From an optimization exercise on the open Yosys and OpenROAD flow, aimed at small area; shortcuts taken in it are not production practice. Function was checked by simulation only, so behaviour that the tests miss may differ from the original. Power figures rest on the tool's default switching activity, not on a simulated workload.

==> inputs of run X <==
==> flow/design.v <==
module rf_aoi222 #(parameter int W = 32) (
  input  logic [W-1:0] a0, a1, a2,
  input  logic         s0, s1, s2,
  output logic [W-1:0] y
);
  assign y = ~((a0 & {W{s0}}) | (a1 & {W{s1}}) | (a2 & {W{s2}}));
endmodule
module rf_nand2s #(parameter int W = 32) (
  input  logic [W-1:0] a0,
  input  logic         s0,
  output logic [W-1:0] y
);
  assign y = ~(a0 & {W{s0}});
endmodule
module rf_nandall #(parameter int W = 32, parameter int N = 11) (
  input  logic [N*W-1:0] x,
  output logic [W-1:0]   y
);
  always_comb begin
    y = '1;
    for (int k = 0; k < N; k++) y = y & x[k*W +: W];
    y = ~y;
  end
endmodule
module rf_wrmux #(parameter int W = 32) (
  input  logic [W-1:0] d, q,
  input  logic         en, en_n,
  output logic [W-1:0] y
);
  assign y = (d & {W{en}}) | (q & {W{en_n}});
endmodule
module rf_rdport #(parameter int W = 32, parameter int NREGS = 32) (
  input  logic [NREGS*W-1:0] r,
  input  logic [NREGS-1:0]   s,
  output logic [W-1:0]       y
);
  localparam int NG = (NREGS - 1) / 3;
  localparam int NX = (NREGS - 1) - 3 * NG;
  localparam int NP = NG + NX;
  logic [NP*W-1:0] p;
  for (genvar g = 0; g < NG; g++) begin : g_aoi
    for (genvar j = 0; j < W; j++) begin : g_bit
      rf_aoi222 #(.W(1)) u_aoi (
        .a0(r[(3*g+1)*W+j]), .a1(r[(3*g+2)*W+j]), .a2(r[(3*g+3)*W+j]),
        .s0(s[3*g+1]), .s1(s[3*g+2]), .s2(s[3*g+3]), .y(p[g*W+j])
      );
    end
  end
  for (genvar x = 0; x < NX; x++) begin : g_nand
    for (genvar j = 0; j < W; j++) begin : g_bit
      rf_nand2s #(.W(1)) u_nand (
        .a0(r[(3*NG+1+x)*W+j]), .s0(s[3*NG+1+x]), .y(p[(NG+x)*W+j])
      );
    end
  end
  rf_nandall #(.W(W), .N(NP)) u_or (.x(p), .y(y));
endmodule
module regfile_sb #(
  parameter int XLEN     = 32,
  parameter int NREGS    = 32,
  parameter int NRD      = 2,
  parameter int ZERO_REG = 1,
  localparam int AW      = $clog2(NREGS)
) (
  input  logic                clk,
  input  logic                rst_n,
  input  logic                we,
  input  logic [AW-1:0]       wa,
  input  logic [XLEN-1:0]     wd,
  input  logic [NRD*AW-1:0]   ra,
  output logic [NRD*XLEN-1:0] rd,
  output logic [NRD-1:0]      rbusy,
  input  logic                issue_valid,
  input  logic [AW-1:0]       issue_rd,
  output logic                issue_ready,
  input  logic                flush,
  output logic [AW:0]         busy_cnt
);
  logic [NREGS-1:0][XLEN-1:0] regs;
  logic [NREGS-1:1][XLEN-1:0] regs_q;
  logic [NREGS-1:0][XLEN-1:0] regs_d;
  logic [NREGS-1:1]      valid_q, busy_q;
  logic [NREGS-1:0]      valid, busy;
  logic [AW:0]           cnt;
  logic [NREGS-1:0]      wsel, wsel_n, isel;
  logic [NREGS-1:0]      rdec [NRD];
  logic [NREGS-1:0]      rsel [NRD];
  logic                  iss_acc;
  logic                  clr_dec;
  assign valid = {valid_q, 1'b0};
  assign busy  = {busy_q, 1'b0};
  always_comb begin
    for (int i = 0; i < NREGS; i++) begin
      wsel[i]   = we && (wa == AW'(i)) && (i != 0);
      wsel_n[i] = !wsel[i];
      isel[i]   = (issue_rd == AW'(i)) && (i != 0);
      for (int p = 0; p < NRD; p++) begin
        rdec[p][i] = (ra[p*AW +: AW] == AW'(i)) && (i != 0);
        rsel[p][i] = rdec[p][i] && valid[i];
      end
    end
  end
  assign issue_ready = ~|(isel & busy);
  assign iss_acc     = issue_valid && (issue_rd != 0) && issue_ready;
  assign clr_dec     = |(wsel & busy);
  assign regs = {regs_q, XLEN'(0)};
  assign regs_d[0] = '0;
  for (genvar i = 1; i < NREGS; i++) begin : g_reg
    for (genvar j = 0; j < XLEN; j++) begin : g_bit
      rf_wrmux #(.W(1)) u_wr (
        .d(wd[j]), .q(regs[i][j]), .en(wsel[i]), .en_n(wsel_n[i]), .y(regs_d[i][j])
      );
    end
    always_ff @(posedge clk) regs_q[i] <= regs_d[i];
  end
  always_ff @(posedge clk or negedge rst_n) begin
    if (!rst_n) begin
      valid_q <= '0;
      busy_q  <= '0;
    end else begin
      for (int i = 1; i < NREGS; i++) begin
        if (wsel[i]) valid_q[i] <= 1'b1;
        busy_q[i] <= !flush && ((issue_valid && isel[i] && !busy[i]) || (busy[i] && !wsel[i]));
      end
    end
  end
  always_ff @(posedge clk or negedge rst_n) begin
    if (!rst_n)     cnt <= '0;
    else if (flush) cnt <= '0;
    else            cnt <= cnt + {{AW{1'b0}}, iss_acc} - {{AW{1'b0}}, clr_dec};
  end
  assign busy_cnt = cnt;
  for (genvar p = 0; p < NRD; p++) begin : g_rd
    rf_rdport #(.W(XLEN), .NREGS(NREGS)) u_rd (
      .r(regs), .s(rsel[p]), .y(rd[p*XLEN +: XLEN])
    );
    assign rbusy[p] = |(rdec[p] & busy);
  end
endmodule
==> flow/flow/run.sh <==
#!/bin/bash
# Standard ORFS layout (the standard.sh, unchanged synthesis, floorplan, power grid
# and tap cells) with two placement/CTS options passed through the environment:
#  - CTS without dummy loads (the clock tree is not padded with unused buffers)
#  - port buffers use the smallest plain buffer instead of a delay cell
# Every tool's output goes to standard.log in the work folder.
set -euo pipefail
cd "$(dirname "$0")/.."
export CTS_ARGS="-sink_clustering_enable -repair_clock_nets -dont_use_dummy_load -sink_clustering_size 14 -sink_clustering_max_diameter 70 -buf_list {sky130_fd_sc_hd__clkbuf_8}"
export BUFFER_PORTS_ARGS="-buffer_cell sky130_fd_sc_hd__buf_1"
bash standard.sh finish > standard.log 2>&1
==> flow/standard.sh <==
#!/bin/bash
# synth_recipe.tcl (not shown) runs the flow's synth.tcl, then flattens the netlist and writes it again
# the make line also repeats each setting of config.mk as NAME=value (left out here)
make -C /OpenROAD-flow-scripts/flow DESIGN_CONFIG=/design/flow/config.mk WORK_HOME=/design/flow/orfs CLKGATE_MAP_FILE= SYNTH_SCRIPT=/design/flow/synth_recipe.tcl "${@:-finish}"
==> flow/config.mk <==
export PLATFORM = sky130hd
export DESIGN_NAME = regfile_sb
export DESIGN_NICKNAME = regfile_sb
export VERILOG_FILES = /design/flow/design.v
export SDC_FILE = /design/flow/constraint.sdc
export NUM_CORES = 4
export LEC_CHECK = 0
export CAP_MARGIN = 0
export CORE_MARGIN = 2
export CORE_UTILIZATION = 45
export CTS_BUF_LIST = sky130_fd_sc_hd__clkbuf_8
export CTS_CLUSTER_DIAMETER = 70
export CTS_CLUSTER_SIZE = 14
export SLEW_MARGIN = 0
export SYNTH_HIERARCHICAL = 1
export SYNTH_MINIMUM_KEEP_SIZE = 0
==> flow/constraint.sdc <==
create_clock -name core_clock -period 7.0 [get_ports {clk}]
set_input_delay 1.4000 -clock core_clock [delete_from_list [all_inputs] [get_ports {clk}]]
set_output_delay 1.4000 -clock core_clock [all_outputs]
set_load 0.01 [all_outputs]
==> run R (differences from run X) <==
==> flow/design.v, changed modules only <==
module rf_rdport #(parameter int W = 32, parameter int NREGS = 32) (
  input  logic [NREGS*W-1:0] r,
  input  logic [NREGS-1:0]   s,
  output logic [W-1:0]       y
);
  localparam int NG = (NREGS - 1) / 3;
  localparam int NX = (NREGS - 1) - 3 * NG;
  localparam int NP = NG + NX;
  logic [NP*W-1:0] p;
  for (genvar g = 0; g < NG; g++) begin : g_aoi
    rf_aoi222 #(.W(W)) u_aoi (
      .a0(r[(3*g+1)*W +: W]), .a1(r[(3*g+2)*W +: W]), .a2(r[(3*g+3)*W +: W]),
      .s0(s[3*g+1]), .s1(s[3*g+2]), .s2(s[3*g+3]), .y(p[g*W +: W])
    );
  end
  for (genvar x = 0; x < NX; x++) begin : g_nand
    rf_nand2s #(.W(W)) u_nand (
      .a0(r[(3*NG+1+x)*W +: W]), .s0(s[3*NG+1+x]), .y(p[(NG+x)*W +: W])
    );
  end
  rf_nandall #(.W(W), .N(NP)) u_or (.x(p), .y(y));
endmodule
module regfile_sb #(
  parameter int XLEN     = 32,
  parameter int NREGS    = 32,
  parameter int NRD      = 2,
  parameter int ZERO_REG = 1,
  localparam int AW      = $clog2(NREGS)
) (
  input  logic                clk,
  input  logic                rst_n,
  input  logic                we,
  input  logic [AW-1:0]       wa,
  input  logic [XLEN-1:0]     wd,
  input  logic [NRD*AW-1:0]   ra,
  output logic [NRD*XLEN-1:0] rd,
  output logic [NRD-1:0]      rbusy,
  input  logic                issue_valid,
  input  logic [AW-1:0]       issue_rd,
  output logic                issue_ready,
  input  logic                flush,
  output logic [AW:0]         busy_cnt
);
  logic [NREGS-1:0][XLEN-1:0] regs;
  logic [NREGS-1:1][XLEN-1:0] regs_q;
  logic [NREGS-1:0][XLEN-1:0] regs_d;
  logic [NREGS-1:1]      valid_q, busy_q;
  logic [NREGS-1:0]      valid, busy;
  logic [AW:0]           cnt;
  logic [NREGS-1:0]      wsel, wsel_n, isel;
  logic [NREGS-1:0]      rdec [NRD];
  logic [NREGS-1:0]      rsel [NRD];
  logic                  iss_acc;
  logic                  clr_dec;
  assign valid = {valid_q, 1'b0};
  assign busy  = {busy_q, 1'b0};
  always_comb begin
    for (int i = 0; i < NREGS; i++) begin
      wsel[i]   = we && (wa == AW'(i)) && (i != 0);
      wsel_n[i] = !wsel[i];
      isel[i]   = (issue_rd == AW'(i)) && (i != 0);
      for (int p = 0; p < NRD; p++) begin
        rdec[p][i] = (ra[p*AW +: AW] == AW'(i)) && (i != 0);
        rsel[p][i] = rdec[p][i] && valid[i];
      end
    end
  end
  assign issue_ready = ~|(isel & busy);
  assign iss_acc     = issue_valid && (issue_rd != 0) && issue_ready;
  assign clr_dec     = |(wsel & busy);
  assign regs = {regs_q, XLEN'(0)};
  assign regs_d[0] = '0;
  for (genvar i = 1; i < NREGS; i++) begin : g_reg
    rf_wrmux #(.W(XLEN)) u_wr (
      .d(wd), .q(regs[i]), .en(wsel[i]), .en_n(wsel_n[i]), .y(regs_d[i])
    );
    always_ff @(posedge clk) regs_q[i] <= regs_d[i];
  end
  always_ff @(posedge clk or negedge rst_n) begin
    if (!rst_n) begin
      valid_q <= '0;
      busy_q  <= '0;
    end else begin
      for (int i = 1; i < NREGS; i++) begin
        if (wsel[i]) valid_q[i] <= 1'b1;
        busy_q[i] <= !flush && ((issue_valid && isel[i] && !busy[i]) || (busy[i] && !wsel[i]));
      end
    end
  end
  always_ff @(posedge clk or negedge rst_n) begin
    if (!rst_n)     cnt <= '0;
    else if (flush) cnt <= '0;
    else            cnt <= cnt + {{AW{1'b0}}, iss_acc} - {{AW{1'b0}}, clr_dec};
  end
  assign busy_cnt = cnt;
  for (genvar p = 0; p < NRD; p++) begin : g_rd
    rf_rdport #(.W(XLEN), .NREGS(NREGS)) u_rd (
      .r(regs), .s(rsel[p]), .y(rd[p*XLEN +: XLEN])
    );
    assign rbusy[p] = |(rdec[p] & busy);
  end
endmodule
--- a/flow/flow/run.sh
+++ b/flow/flow/run.sh
@@ -6,6 +6,6 @@
 # Every tool's output goes to standard.log in the work folder.
 set -euo pipefail
 cd "$(dirname "$0")/.."
-export CTS_ARGS="-sink_clustering_enable -repair_clock_nets -dont_use_dummy_load -sink_clustering_size 14 -sink_clustering_max_diameter 70 -buf_list {sky130_fd_sc_hd__clkbuf_8}"
+export CTS_ARGS="-sink_clustering_enable -repair_clock_nets -dont_use_dummy_load -sink_clustering_size 12 -sink_clustering_max_diameter 70 -buf_list {sky130_fd_sc_hd__clkbuf_8}"
 export BUFFER_PORTS_ARGS="-buffer_cell sky130_fd_sc_hd__buf_1"
 bash standard.sh finish > standard.log 2>&1
CTS_CLUSTER_SIZE = 12   (was 14)
==> run M (differences from run X) <==
==> flow/design.v, changed modules only <==
module rf_rdport #(parameter int W = 32, parameter int NREGS = 32) (
  input  logic [NREGS*W-1:0] r,
  input  logic [NREGS-1:0]   s,
  output logic [W-1:0]       y
);
  localparam int NG = (NREGS - 1) / 3;
  localparam int NX = (NREGS - 1) - 3 * NG;
  localparam int NP = NG + NX;
  logic [NP*W-1:0] p;
  for (genvar g = 0; g < NG; g++) begin : g_aoi
    rf_aoi222 #(.W(W)) u_aoi (
      .a0(r[(3*g+1)*W +: W]), .a1(r[(3*g+2)*W +: W]), .a2(r[(3*g+3)*W +: W]),
      .s0(s[3*g+1]), .s1(s[3*g+2]), .s2(s[3*g+3]), .y(p[g*W +: W])
    );
  end
  for (genvar x = 0; x < NX; x++) begin : g_nand
    rf_nand2s #(.W(W)) u_nand (
      .a0(r[(3*NG+1+x)*W +: W]), .s0(s[3*NG+1+x]), .y(p[(NG+x)*W +: W])
    );
  end
  rf_nandall #(.W(W), .N(NP)) u_or (.x(p), .y(y));
endmodule
module regfile_sb #(
  parameter int XLEN     = 32,
  parameter int NREGS    = 32,
  parameter int NRD      = 2,
  parameter int ZERO_REG = 1,
  localparam int AW      = $clog2(NREGS)
) (
  input  logic                clk,
  input  logic                rst_n,
  input  logic                we,
  input  logic [AW-1:0]       wa,
  input  logic [XLEN-1:0]     wd,
  input  logic [NRD*AW-1:0]   ra,
  output logic [NRD*XLEN-1:0] rd,
  output logic [NRD-1:0]      rbusy,
  input  logic                issue_valid,
  input  logic [AW-1:0]       issue_rd,
  output logic                issue_ready,
  input  logic                flush,
  output logic [AW:0]         busy_cnt
);
  logic [NREGS-1:0][XLEN-1:0] regs;
  logic [NREGS-1:1][XLEN-1:0] regs_q;
  logic [NREGS-1:0][XLEN-1:0] regs_d;
  logic [NREGS-1:1]      valid_q, busy_q;
  logic [NREGS-1:0]      valid, busy;
  logic [AW:0]           cnt;
  logic [NREGS-1:0]      wsel, wsel_n, isel;
  logic [NREGS-1:0]      rdec [NRD];
  logic [NREGS-1:0]      rsel [NRD];
  logic                  iss_acc;
  logic                  clr_dec;
  assign valid = {valid_q, 1'b0};
  assign busy  = {busy_q, 1'b0};
  always_comb begin
    for (int i = 0; i < NREGS; i++) begin
      wsel[i]   = we && (wa == AW'(i)) && (i != 0);
      wsel_n[i] = !wsel[i];
      isel[i]   = (issue_rd == AW'(i)) && (i != 0);
      for (int p = 0; p < NRD; p++) begin
        rdec[p][i] = (ra[p*AW +: AW] == AW'(i)) && (i != 0);
        rsel[p][i] = rdec[p][i] && valid[i];
      end
    end
  end
  assign issue_ready = ~|(isel & busy);
  assign iss_acc     = issue_valid && |(isel & ~busy);
  assign clr_dec     = |(wsel & busy);
  assign regs = {regs_q, XLEN'(0)};
  assign regs_d[0] = '0;
  for (genvar i = 1; i < NREGS; i++) begin : g_reg
    rf_wrmux #(.W(XLEN)) u_wr (
      .d(wd), .q(regs[i]), .en(wsel[i]), .en_n(wsel_n[i]), .y(regs_d[i])
    );
    always_ff @(posedge clk) regs_q[i] <= regs_d[i];
  end
  always_ff @(posedge clk or negedge rst_n) begin
    if (!rst_n) begin
      valid_q <= '0;
      busy_q  <= '0;
    end else begin
      for (int i = 1; i < NREGS; i++) begin
        if (wsel[i]) valid_q[i] <= 1'b1;
        busy_q[i] <= !flush && ((issue_valid && isel[i] && !busy[i]) || (busy[i] && !wsel[i]));
      end
    end
  end
  always_ff @(posedge clk or negedge rst_n) begin
    if (!rst_n)     cnt <= '0;
    else if (flush) cnt <= '0;
    else            cnt <= cnt + {{AW{1'b0}}, iss_acc} - {{AW{1'b0}}, clr_dec};
  end
  assign busy_cnt = cnt;
  for (genvar p = 0; p < NRD; p++) begin : g_rd
    rf_rdport #(.W(XLEN), .NREGS(NREGS)) u_rd (
      .r(regs), .s(rsel[p]), .y(rd[p*XLEN +: XLEN])
    );
    assign rbusy[p] = |(rdec[p] & busy);
  end
endmodule
--- a/flow/flow/run.sh
+++ b/flow/flow/run.sh
@@ -6,6 +6,6 @@
 # Every tool's output goes to standard.log in the work folder.
 set -euo pipefail
 cd "$(dirname "$0")/.."
-export CTS_ARGS="-sink_clustering_enable -repair_clock_nets -dont_use_dummy_load -sink_clustering_size 14 -sink_clustering_max_diameter 70 -buf_list {sky130_fd_sc_hd__clkbuf_8}"
+export CTS_ARGS="-sink_clustering_enable -repair_clock_nets -dont_use_dummy_load -sink_clustering_size 16 -sink_clustering_max_diameter 50 -buf_list {sky130_fd_sc_hd__clkbuf_16}"
 export BUFFER_PORTS_ARGS="-buffer_cell sky130_fd_sc_hd__buf_1"
 bash standard.sh finish > standard.log 2>&1
CTS_BUF_LIST = sky130_fd_sc_hd__clkbuf_16   (was sky130_fd_sc_hd__clkbuf_8)
CTS_CLUSTER_DIAMETER = 50   (was 70)
CTS_CLUSTER_SIZE = 16   (was 14)
==> comparison table <==
item	run M	run X	run R
Run status	no timing/DRC/antenna violations	no timing/DRC/antenna violations	no timing/DRC/antenna violations
Setup Skew	11.6 ps	54.8 ps	25.0 ps
Final-stage net count	4037	3912	3952
Area occupied by multi-input gates	20400 sq um	19900 sq um	20000 sq um
Fraction of cell area in non-clock buffers	3.23%	2.91%	3.39%
Floorplan Core Area	101000 sq um	91700 sq um	100000 sq um
TritonCTS Buffers	115	88	100
Cell Area, Placed	45400 sq um	44400 sq um	44900 sq um
Placed cells	5224	4944	5084
Peak Freq	160 MHz	160 MHz	159 MHz
Power per cell area	316 nW/um^2	290 nW/um^2	290 nW/um^2
Critical path's largest stage delay	1170 ps	950 ps	940 ps
Standard-cell rows	117	111	116
Count of cell instances traversed by the critical path	8	8	7
Clock transition at path regs	50 ps	90 ps	70 ps
Share of power burned in registers	53.8%	61.7%	60.8%
Highest fanout seen on the critical path	28	23	27
Layout-stage area growth over the synthesis result	5.20%	9.62%	1.59%
Most common cell after layout, fill and taps aside	sky130_fd_sc_hd__dfxtp_1	sky130_fd_sc_hd__a22o_1	sky130_fd_sc_hd__dfxtp_1
WP data arrival	4850 ps	4840 ps	4900 ps
Wire length on met1	78.3 mm	76.2 mm	75.2 mm

static timing again, ports no longer ideal:
No port has a modelled driver above. Below, the same layouts with a new extraction and two added sets of constraints.
Step 1, drivers: a clkbuf_16 drives clk and a buf_2 each remaining input, both assumed.
Step 2 moves the port delays by t, midway between the first and last clock arrival at a register: inputs arrive t later, outputs are due t later. That takes back most of the time a late clock gives input paths.
Slacks: ideal / step 1 / step 2; pairs: ideal / step 1.
run | t (ns) | setup WS [ns] | clock arrival spread, ns | slew at the worst register clock pin (ns) | worst data-port slew with drivers (ns)
run X | 0.807 | 0.763 / 0.713 / 0.713 | 0.082 / 0.082 | 0.10 / 0.10 | 0.10
run R | 0.831 | 0.696 / 0.665 / 0.665 | 0.077 / 0.078 | 0.09 / 0.09 | 0.16
run M | 0.763 | 0.748 / 0.696 / 0.696 | 0.090 / 0.090 | 0.07 / 0.07 | 0.09
After both steps every run listed still meets setup and hold. The setup slack of run M, which loses most, moves by -0.052 ns with the drivers and by -0.052 ns with both steps.
